Background: an optimization exercise with open tools, aiming at small area, a short achievable clock period and few clock cycles per item. Do not read the settings as production practice. At most, simulation tests tie the RTL to the original design; equivalence was not proved. Power figures rest on the tool's default switching activity, not on a simulated workload.

==> module signed_int32_divider, before the edit <==
module signed_int32_divider (
    input  logic        i_clk,
    input  logic        i_rst_n,
    input  logic        i_req_valid,
    output logic        o_req_ready,
    input  logic [31:0] i_req_numerator,
    input  logic [31:0] i_req_denominator,
    output logic        o_rsp_valid,
    input  logic        i_rsp_ready,
    output logic [31:0] o_rsp_quotient,
    output logic [1:0]  o_rsp_status
);
    localparam logic [1:0] ST_OK   = 2'd0;
    localparam logic [1:0] ST_OVF  = 2'd1;
    localparam logic [1:0] ST_DIV0 = 2'd2;
    logic        r_idle;    
    logic        r_setup;   
    logic        r_iter;    
    logic        r_done;    
    logic [31:0] r_rem;     
    logic [31:0] r_den;     
    logic        r_cin;     
    logic [31:0] r_quot;    
    logic        r_zero;    
    logic [4:0]  r_cnt;     
    logic        r_neg;     
    logic [1:0]  r_status;
    function automatic logic [4:0] clz32(input logic [31:0] x);
        logic [15:0] z1;
        logic [15:0] c1;
        logic [7:0]  z2;
        logic [15:0] c2;
        logic [3:0]  z3;
        logic [11:0] c3;
        logic [1:0]  z4;
        logic [7:0]  c4;
        for (int i = 0; i < 16; i++) begin
            z1[i] = ~(x[2*i+1] | x[2*i]);
            c1[i] = ~x[2*i+1];
        end
        for (int i = 0; i < 8; i++) begin
            z2[i]        = z1[2*i+1] & z1[2*i];
            c2[2*i +: 2] = z1[2*i+1] ? {1'b1, c1[2*i]} : {1'b0, c1[2*i+1]};
        end
        for (int i = 0; i < 4; i++) begin
            z3[i]        = z2[2*i+1] & z2[2*i];
            c3[3*i +: 3] = z2[2*i+1] ? {1'b1, c2[4*i +: 2]} : {1'b0, c2[4*i+2 +: 2]};
        end
        for (int i = 0; i < 2; i++) begin
            z4[i]        = z3[2*i+1] & z3[2*i];
            c4[4*i +: 4] = z3[2*i+1] ? {1'b1, c3[6*i +: 3]} : {1'b0, c3[6*i+3 +: 3]};
        end
        if (z4[1]) clz32 = z4[0] ? 5'd0 : {1'b1, c4[3:0]};
        else       clz32 = {1'b0, c4[7:4]};
    endfunction
    logic        take;
    logic        nneg;
    logic        dneg;
    logic [31:0] n_abs;
    logic [31:0] d_sub;     
    logic        s_div0;
    logic        s_ovf;
    assign take   = r_idle & i_req_valid;
    assign nneg   = i_req_numerator[31];
    assign dneg   = i_req_denominator[31];
    assign n_abs  = nneg ? (~i_req_numerator + 32'd1) : i_req_numerator;
    assign d_sub  = i_req_denominator ^ {32{~dneg}};
    assign s_div0 = (i_req_denominator == 32'd0);
    assign s_ovf  = (i_req_numerator == 32'h8000_0000) & (i_req_denominator == 32'hFFFF_FFFF);
    logic [4:0]  k;
    logic [31:0] d_al;
    logic [32:0] sum;
    logic        ge;
    logic        last;
    assign k = r_cnt;
    always_comb begin
        d_al = r_den;
        for (int s = 0; s < 5; s++) begin
            if (k[s]) d_al = (d_al << (1 << s)) | ({32{r_cin}} >> (32 - (1 << s)));
        end
    end
    logic [33:0] sum_x;
    assign sum_x = {1'b0, r_rem, 1'b1} + {1'b0, r_den, r_cin};
    assign sum   = sum_x[33:1];
    assign ge    = sum[32];
    assign last = (r_cnt == 5'd0);
    always_ff @(posedge i_clk) begin
        if (!i_rst_n) begin
            r_idle  <= 1'b1;
            r_setup <= 1'b0;
            r_iter  <= 1'b0;
            r_done  <= 1'b0;
        end else begin
            if (take) begin
                r_idle  <= 1'b0;
                r_setup <= 1'b1;
            end
            if (r_setup) begin
                r_setup <= 1'b0;
                if (ge & ~(r_cin & &k) & (r_status == ST_OK)) r_iter <= 1'b1;
                else                                          r_done <= 1'b1;
            end
            if (r_iter & last) begin
                r_iter <= 1'b0;
                r_done <= 1'b1;
            end
            if (r_done & i_rsp_ready) begin
                r_done <= 1'b0;
                r_idle <= 1'b1;
            end
        end
    end
    always_ff @(posedge i_clk) begin
        if (r_idle) begin
            r_cin    <= ~dneg;
            r_neg    <= nneg ^ dneg;
            r_status <= s_div0 ? ST_DIV0 : (s_ovf ? ST_OVF : ST_OK);
        end
    end
    always_ff @(posedge i_clk) begin
        if (r_idle) begin
            r_rem <= n_abs;
        end else if ((r_iter | (r_setup & r_neg)) & ge) begin
            r_rem <= sum[31:0];
        end
    end
    always_ff @(posedge i_clk) begin
        if (r_idle) begin
            r_quot <= {nneg ^ dneg, {31{(nneg ^ dneg) | s_ovf}}};
        end else if (r_iter) begin
            r_quot <= {r_quot[30:0], ge ^ r_neg};
        end
    end
    always_ff @(posedge i_clk) begin
        if (r_setup) r_zero <= ~ge | (r_status == ST_DIV0);
    end
    always_ff @(posedge i_clk) begin
        if (r_idle)       r_den <= d_sub;
        else if (r_setup) r_den <= d_al;
        else              r_den <= {1'b1, r_den[31:1]};
        if (r_idle)      r_cnt <= clz32(~d_sub) - clz32(i_req_numerator ^ {32{nneg}});
        else if (r_iter) r_cnt <= r_cnt - 5'd1;
    end
    assign o_req_ready    = r_idle;
    assign o_rsp_valid    = r_done;
    assign o_rsp_quotient = r_quot & {32{~r_zero}};
    assign o_rsp_status   = r_status;
endmodule
export LEC_CHECK = 0
export CAP_MARGIN = 20
export CORE_MARGIN = 2
export CORE_UTILIZATION = 55
export SETUP_SLACK_MARGIN = 1.3
export SLEW_MARGIN = 20
create_clock -name core_clock -period 4.4 [get_ports {i_clk}]
standard.sh (not shown) runs the stock make flow with config.mk's settings and CLKGATE_MAP_FILE= SYNTH_SCRIPT=/design/flow/synth_recipe.tcl, a recipe that flattens the netlist after the stock synthesis.
==> flow/flow/run.sh <==
#!/bin/bash
# The standard layout (standard.sh, all ORFS steps), except that the
# port buffers are plain sky130_fd_sc_hd__buf_1 cells instead of the
# flow's default choice. make's output goes to standard.log; ORFS keeps
# each step's log under orfs/logs/.
set -o pipefail
export BUFFER_PORTS_ARGS="-buffer_cell sky130_fd_sc_hd__buf_1"
bash standard.sh > standard.log 2>&1
The baseline ran to the end with no violations.
Next try:
--- a/flow/design.v
+++ b/flow/design.v
@@ -26,4 +26,6 @@
     logic        r_neg;     
     logic [1:0]  r_status;
+    logic [4:0]  r_cn;      
+    logic [4:0]  r_cd;      
     function automatic logic [4:0] clz32(input logic [31:0] x);
         logic [15:0] z1;
@@ -73,5 +75,5 @@
     logic        ge;
     logic        last;
-    assign k = r_cnt;
+    assign k = r_cd - r_cn;
     always_comb begin
         d_al = r_den;
@@ -93,11 +95,12 @@
         end else begin
             if (take) begin
-                r_idle  <= 1'b0;
-                r_setup <= 1'b1;
+                r_idle <= 1'b0;
+                if (s_div0 | s_ovf) r_done  <= 1'b1;
+                else                r_setup <= 1'b1;
             end
             if (r_setup) begin
                 r_setup <= 1'b0;
-                if (ge & ~(r_cin & &k) & (r_status == ST_OK)) r_iter <= 1'b1;
-                else                                          r_done <= 1'b1;
+                if (ge & ~(r_cin & &k)) r_iter <= 1'b1;
+                else                    r_done <= 1'b1;
             end
             if (r_iter & last) begin
@@ -133,5 +136,6 @@
     end
     always_ff @(posedge i_clk) begin
-        if (r_setup) r_zero <= ~ge | (r_status == ST_DIV0);
+        if (r_idle)       r_zero <= s_div0;
+        else if (r_setup) r_zero <= ~ge;
     end
     always_ff @(posedge i_clk) begin
@@ -139,6 +143,8 @@
         else if (r_setup) r_den <= d_al;
         else              r_den <= {1'b1, r_den[31:1]};
-        if (r_idle)      r_cnt <= clz32(~d_sub) - clz32(i_req_numerator ^ {32{nneg}});
-        else if (r_iter) r_cnt <= r_cnt - 5'd1;
+        if (r_setup) r_cnt <= k;
+        else         r_cnt <= r_cnt - 5'd1;
+        r_cn <= clz32(i_req_numerator ^ {32{nneg}});
+        r_cd <= clz32(~d_sub);
     end
     assign o_req_ready    = r_idle;
The new run completed without violations.
Power grows by 15%.
Wire length falls by 3.2%.
Clock skew increases by 0.0031 ns.
Sequential power went up by about 6%.
Clock power is higher by 58%.
Final area came out higher by 1.5%.
Testbench counts after the change, summed over its fixed seeds: cycles 20,848, items 2,400.
The RTL of the first run of this note was laid out without a check of its function.

## port drivers added, routing unchanged
The results above use ideal ports. As a check the final layouts listed here were re-extracted and re-timed, cells and wires unchanged.
Step 1: set_driving_cell puts a clkbuf_16 on i_clk and a buf_2 on each other input, an assumption about the parent block.
Step 2 also shifts input and output timing later by t, the mid clock arrival at the registers, as if the neighbouring blocks saw the same clock.
Three values: no drivers, after step 1, after step 2; two values: the first two.
run | t (ns) | slack for setup (ns) | worst setup path after step 2 | worst data-port slew with drivers (ns) | pins driven straight from the clock port
the first run | 0.400 | 1.079 / 1.076 / 0.676 | input to register | 0.07 | 1
the second run | 0.475 | 1.329 / 1.357 / 0.882 | input to register | 0.04 | 1
After both steps every run listed still meets setup and hold. For the second run, which loses most, drivers alone change the setup slack by +0.028 ns; drivers and shift together by -0.447 ns.
